This design comes from an exercise in tuning for small area and a short achievable clock period on the open sky130 flow, not from production work.
In this exercise RTL edits were held to simulation tests only and were not proved equivalent to the original.
Power and IR drop assume default switching activity.

job 7630:
==> flow/design.v (excerpt) <==
module dvp_frame_writer #(
    parameter int BURST_LEN    = 64,
    parameter int FIFO_DEPTH   = 256,
    parameter int FRAME_PIXELS = 307200,
    parameter int ADDR_W       = 20,
    parameter int BASE_ADDR    = 0
) (
    input  logic                        sclk,          
    input  logic                        rst,           
    input  logic                        frame_start,   
    input  logic                        pix_valid,     
    input  logic [15:0]                 pix_data,      
    output logic                        wr_req,        
    output logic [ADDR_W-1:0]           wr_addr,       
    input  logic                        wr_ack,        
    input  logic                        wr_data_rd,    
    output logic [15:0]                 wr_data,       
    output logic [$clog2(FIFO_DEPTH):0] fifo_level,    
    output logic                        overflow,      
    output logic                        frame_done     
);
    localparam int LW     = $clog2(FIFO_DEPTH) + 1;
    localparam int NBURST = FRAME_PIXELS / BURST_LEN;
    localparam int CW     = $clog2(FRAME_PIXELS + 1);
    localparam int BW     = $clog2(NBURST + 1);
    localparam int KW     = $clog2(BURST_LEN);
    localparam int BD     = (FIFO_DEPTH - 2) / 2;      
    localparam int NH     = (BD + 16) / 16;            
    logic            idle_q, fill_q, req_q, xfer_q, done_q;
    logic            idle_d, fill_d, req_d, xfer_d, done_d;
    logic [LW-1:0]   level_q, level_d;
    logic [CW-1:0]   in_cnt_q, in_cnt_d;
    logic            in_room_q, in_room_d;             
    logic [BW-1:0]   burst_idx_q, burst_idx_d;
    logic [KW-1:0]   pop_cnt_q, pop_cnt_d;
    logic            pending_q, pending_d;
    logic            overflow_q, overflow_d;
    logic [15:0]     head_q;
    logic [15:0]     out_q;                            
    logic [15:0]     head_new;
    logic            head_upd;
    logic [15:0]     stg_q;                            
    logic            stg_v_q, stg_v_d;
    logic            stg_b_q, stg_b_d;                 
  ...
export LEC_CHECK = 0
export ABC_CLOCK_PERIOD_IN_PS = 2000
export CAP_MARGIN = 20
export CORE_MARGIN = 2
export CORE_UTILIZATION = 55
export CTS_CLUSTER_DIAMETER = 60
export CTS_CLUSTER_SIZE = 30
export SETUP_SLACK_MARGIN = 4.4
export SLEW_MARGIN = 20
create_clock -name core_clock -period 7.0 [get_ports {sclk}]
standard.sh (not shown) runs the stock make flow with config.mk's settings and CLKGATE_MAP_FILE= SYNTH_SCRIPT=/design/flow/synth_recipe.tcl, a recipe that flattens the netlist after the stock synthesis.
==> flow/flow/run.sh <==
#!/bin/bash
# Own flow: the standard layout (standard.sh, unchanged synthesis and steps) with two
# layout options changed: the port buffers are buf_4 cells instead of the resizer's pick,
# and clock tree synthesis inserts no dummy loads.
set -euo pipefail
export BUFFER_PORTS_ARGS="-buffer_cell sky130_fd_sc_hd__buf_4"
export CTS_ARGS="-sink_clustering_enable -repair_clock_nets -sink_clustering_size 18 -sink_clustering_max_diameter 45 -dont_use_dummy_load -sink_clustering_buffer sky130_fd_sc_hd__clkbuf_8"
bash standard.sh finish > flow_make.log 2>&1
No stage failed in job 7630, and the final checks on the layout all came back clean.
Inputs modified between job 7630 and job 9525:
- SETUP_SLACK_MARGIN changed from 4.4 to 4.0
--- a/flow/flow/run.sh
+++ b/flow/flow/run.sh
@@ -5,4 +5,4 @@
 set -euo pipefail
 export BUFFER_PORTS_ARGS="-buffer_cell sky130_fd_sc_hd__buf_4"
-export CTS_ARGS="-sink_clustering_enable -repair_clock_nets -sink_clustering_size 18 -sink_clustering_max_diameter 45 -dont_use_dummy_load -sink_clustering_buffer sky130_fd_sc_hd__clkbuf_8"
+export CTS_ARGS="-sink_clustering_enable -repair_clock_nets -sink_clustering_size 30 -sink_clustering_max_diameter 60 -dont_use_dummy_load"
 bash standard.sh finish > flow_make.log 2>&1
[summary]
- Status | job 7630 and job 9525 | clean
- Re routed length on met1: job 7630 and job 9525 aren't equal, and the lower value belongs to job 9525.
- Total of plain and repair buffers excluding clock buffers sits lower in job 9525 than in job 7630.
- From job 9525 to job 7630, synthesized cell count did not move at all.
- As far as die boundary height goes, job 7630 and job 9525 are indistinguishable; the numbers are identical.
- Job 9525 against job 7630: CTS buffer count decreased 215, required time at the endpoint of the critical path picked up an extra 2.12 ns, routed wire length down 21 mm, number of standard cells in the final layout excluding fillers dropped 3.0%, utilization -1.2 points.
Inputs modified between job 9525 and job 4720:
- SETUP_SLACK_MARGIN changed from 4.0 to 4.4
### Flow results
- | final instance area | job 4720 vs job 9525 | about 2% higher |
- The layout overhead on the synthesized area in job 4720 sits 2.0 points above the value recorded for job 9525.
- Comparing job 9525 and job 4720, global-route wire length before repair is lower on job 9525.
- On number of buffers and inverters on the critical path: between job 9525 and job 4720, it ends up higher for job 9525.
- met2 track demand over resource for job 4720: 1.8 points up relative to job 9525
- Setup WNS job 9525 -> job 4720: better
- Per the final summary, job 4720 finished and its layout is clean on timing, DRC and antenna.
- Re number of filler instances in the final layout: job 4720 is 1.6% down on job 9525.
- Compared with job 9525, ratio of total power to cell area in job 4720 decreased slightly.

static timing again, ports no longer ideal:
In the flow no input, the clock included, has a driving cell. The finished layouts below were timed again as built, in two steps.
Step 1 assumes that a clkbuf_16 drives the clock port and a buf_2 every other input.
Step 2 also shifts input and output timing later by t, the mid clock arrival at the registers, as if the neighbouring blocks saw the same clock.
Three values: ideal, step 1, step 2; two values: the first two.
run	t, ns	setup WS [ns]	clock arrival spread, ns
job 7630	0.990	4.174 / 4.069 / 3.453	0.118 / 0.117
job 9525	1.004	4.015 / 3.928 / 3.383	0.140 / 0.140
job 4720	1.000	4.169 / 4.068 / 3.545	0.137 / 0.137
After both steps setup and hold are still met in every run listed. The setup slack of job 7630, which loses most, moves by -0.105 ns with the drivers and by -0.721 ns with both steps.
